Context: an optimization exercise on an open-source flow, tuned for small area, a short achievable clock period and few clock cycles. The choices shown serve that exercise and are no tape-out recipe. Only simulation tests tie the RTL to the original design; equivalence was not proved. Power is estimated from default activity; no workload was simulated.

// lua_cpu
module lua_cpu (
	input logic clk,
	input logic rst,
	input logic start,
	input lua_cpu_pkg::cmd_e n,
	input lua_cpu_pkg::word_t dataa,
	input lua_cpu_pkg::word_t datab,
	output logic done,
	output lua_cpu_pkg::word_t result,
	output lua_cpu_pkg::word_t mem_address,
	output lua_cpu_pkg::word_t mem_writedata,
	output logic mem_read,
	output logic mem_write,
	input lua_cpu_pkg::word_t mem_readdata,
	input logic mem_waitrequest
);
	localparam logic [2:0] S_IDLE = 3'd0;
	localparam logic [2:0] S_RPC = 3'd1;	 
	localparam logic [2:0] S_FETCH = 3'd2;	 
	localparam logic [2:0] S_DUMP = 3'd3;	 
	localparam logic [2:0] S_DUMPT = 3'd4;	 
	logic [2:0] st;
	logic rd, wr;	 
	logic req;	 
	logic [31:0] addr, wdata, ir;
	logic [4:0] tl;
	logic ex;	 
	logic [4:0] widx, ridx;
	logic wen_v, wen_t;
	logic [31:0] ldv_data;
	logic [4:0] ldt_data;
	logic [31:0] base;
	logic [31:0] V [32];
	logic [4:0] T [32];
	logic [31:0] val, dirty;
	logic any_dirty;
	assign mem_read = rd;
	assign mem_write = wr;
	assign mem_address = addr;
	assign mem_writedata = wdata;
	assign result = ir;
	logic acc;
	assign acc = req && !mem_waitrequest;
	logic in_move, move_acc;
	assign in_move = (mem_readdata[6-1:0] == 6'd0);
	assign move_acc = (st == S_FETCH) && acc && in_move;
	logic ld_val, ld_type;
	assign ld_val = start && (n == lua_cpu_pkg::cmd_load_reg);
  ...
Size: about 3700 cells after synthesis, roughly 1500 flip-flops, roughly 200 I/O pins, roughly 0.057 mm^2 of cells after synthesis.
clock: 13.0 ns
lec_check: 0
abc_clock_period_in_ps: 2000
cap_margin: 20
core_margin: 2
core_utilization: 45
cts_cluster_diameter: 100
cts_cluster_size: 28
place_density: 0.55
slew_margin: 20
standard.sh (not shown) runs the stock make flow with config.mk's settings and CLKGATE_MAP_FILE= SYNTH_SCRIPT=/design/flow/synth_recipe.tcl, a recipe that flattens the netlist after the stock synthesis.
==> flow/flow/run.sh <==
#!/bin/bash
# The standard layout (the standard.sh, unchanged synthesis) with these
# optimiser settings changed; constraints and clock period are the design's:
#  - timing repair aims for a large setup margin (a period well below 13 ns)
#  - sizing may pick cells of any footprint
#  - ports are buffered with buf_4 cells
bash standard.sh SETUP_SLACK_MARGIN=9 MATCH_CELL_FOOTPRINT=0 \
	"BUFFER_PORTS_ARGS=-buffer_cell sky130_fd_sc_hd__buf_4" finish > standard.log 2>&1
The first run completed without violations.
Testbench counts at the start, summed over its fixed seeds: cycles 44,547.
Next try:
--- a/flow/flow/run.sh
+++ b/flow/flow/run.sh
@@ -5,4 +5,4 @@
 #  - sizing may pick cells of any footprint
-#  - ports are buffered with buf_4 cells
+#  - ports are buffered with buf_2 cells
 bash standard.sh SETUP_SLACK_MARGIN=9 MATCH_CELL_FOOTPRINT=0 \
-	"BUFFER_PORTS_ARGS=-buffer_cell sky130_fd_sc_hd__buf_4" finish > standard.log 2>&1
+	"BUFFER_PORTS_ARGS=-buffer_cell sky130_fd_sc_hd__buf_2" finish > standard.log 2>&1
CORE_UTILIZATION = 62   (was 45)
CTS_CLUSTER_SIZE = 26   (was 28)
PLACE_DENSITY = 0.72   (was 0.55)
What happened:
- total power drops by 0.66%
- critical path depth climbs by 6
- setup slack improved by 0.032 ns
- non-clock buffer count drops by 28
- die area drops by about 27%
- utilization climbs by 18 points
- area after synthesis does not change
- via count climbs by about 1.9%

---

== build 13 ==
lua_cpu, a different RTL version from the one above (not shown whole).
Size in the first run: roughly 1500 flip-flops, about 200 I/O pins, ~0.058 mm2 of cells after synthesis.
clock: 13.0 ns
lec_check: 0
abc_clock_period_in_ps: 2000
cap_margin: 20
core_margin: 2
core_utilization: 45
place_density: 0.55
slew_margin: 20
==> flow/flow/run.sh <==
#!/bin/bash
# The standard layout (the standard.sh, unchanged synthesis) with these
# optimiser settings changed; constraints and clock period are the design's:
#  - timing repair aims for a large setup margin (a period well below 13 ns)
#  - sizing may pick cells of any footprint
#  - ports are buffered with buf_4 cells
bash standard.sh SETUP_SLACK_MARGIN=9 MATCH_CELL_FOOTPRINT=0 \
	"BUFFER_PORTS_ARGS=-buffer_cell sky130_fd_sc_hd__buf_4" finish > standard.log 2>&1
Build 13 did not stop at any stage, and its layout met the timing, design-rule and antenna checks.
Testbench counts of build 13, summed over its fixed seeds: cycles 44,547.
Setup changes, build 13 to build 26
==> flow/config.mk <==
export PLATFORM = sky130hd
export DESIGN_NAME = lua_cpu
export DESIGN_NICKNAME = lua_cpu
export VERILOG_FILES = /design/flow/design.v
export SDC_FILE = /design/flow/constraint.sdc
export NUM_CORES = 4
export LEC_CHECK = 0
export ABC_CLOCK_PERIOD_IN_PS = 4000
export CAP_MARGIN = 20
export CORE_MARGIN = 2
export CORE_UTILIZATION = 55
export PLACE_DENSITY = 0.65
export SLEW_MARGIN = 20
## What came out
Lower portion of total power attributed to combinational logic was reported by build 26, not build 13. Layout buffering overhead excluding clock cells for build 26: 0.42 points down relative to build 13. Reported for build 13 and build 26, count of mapped cells out of synthesis turned out identical to the last digit. Compared with build 13, build 26 ends up with a smaller final cell area.
For build 62, these inputs were changed with respect to build 26:
-- flow/flow/run.sh --
<<< build 26, line 6
#  - ports are buffered with buf_4 cells
bash standard.sh SETUP_SLACK_MARGIN=9 MATCH_CELL_FOOTPRINT=0 \
	"BUFFER_PORTS_ARGS=-buffer_cell sky130_fd_sc_hd__buf_4" finish > standard.log 2>&1
>>> build 62, line 6
#  - ports are buffered with buf_4 cells
bash standard.sh SETUP_SLACK_MARGIN=9.5 MATCH_CELL_FOOTPRINT=0 \
	"BUFFER_PORTS_ARGS=-buffer_cell sky130_fd_sc_hd__buf_4" finish > standard.log 2>&1
==> flow/config.mk <==
export PLATFORM = sky130hd
export DESIGN_NAME = lua_cpu
export DESIGN_NICKNAME = lua_cpu
export VERILOG_FILES = /design/flow/design.v
export SDC_FILE = /design/flow/constraint.sdc
export NUM_CORES = 4
export LEC_CHECK = 0
export ABC_CLOCK_PERIOD_IN_PS = 2000
export CAP_MARGIN = 20
export CORE_MARGIN = 2
export CORE_UTILIZATION = 45
export PLACE_DENSITY = 0.55
export SLEW_MARGIN = 20
## What came out
- Build 62 has completed all stages; timing, DRC and antenna checks passed.
- Comparing build 62 and build 26, the lower share of total power consumed by net switching is on build 26.
- Taking build 26 as the reference, in build 62 total track usage has decreased; antenna diode count has increased.
- ~same final hold violation count in build 62 and build 26
- Between build 26 and build 62, worst hold slack increased.
- Compared with build 26, build 62 shows non-clock buffer count that has gone up by more than 10%.
- Looking only at sequential share of layout area, and setting everything else aside, the lower value of build 62 and build 26 goes to build 62.
- Summary: net load switching power, build 62 worse than build 26
- Sequential power share: build 62 vs build 26 down 1.8 points

[port drivers added, routing unchanged]
No port has a modelled driver above. Below, the same layouts with a new extraction and two added sets of constraints. Step 1: set_driving_cell puts a clkbuf_16 on clk and a buf_2 on each other input, an assumption about the parent block. Step 2, shift: input delay + t, output delay - t, t = (earliest + latest rising clock arrival at the registers) / 2. This alone moves slack from input paths to output paths. a / b / c = no drivers / after step 1 / after step 2; a / b = the first two.
| run | t, ns | slack for setup (ns) | worst register clock-pin slew, ns |
|---|---|---|---|
| the first run of note 1 | 0.817 | 8.999 / 8.921 / 8.289 | 0.12 / 0.12 |
| the second run of note 1 | 0.735 | 9.031 / 8.962 / 8.284 | 0.11 / 0.11 |
| build 13 | 0.873 | 8.926 / 8.847 / 8.302 | 0.07 / 0.07 |
| build 26 | 0.827 | 8.895 / 8.895 / 8.310 | 0.07 / 0.07 |
| build 62 | 0.883 | 8.900 / 8.821 / 8.546 | 0.07 / 0.07 |
After both steps setup and hold are still met in every run listed. For the second run of note 1, which loses most, drivers alone change the setup slack by -0.069 ns; drivers and shift together by -0.747 ns.
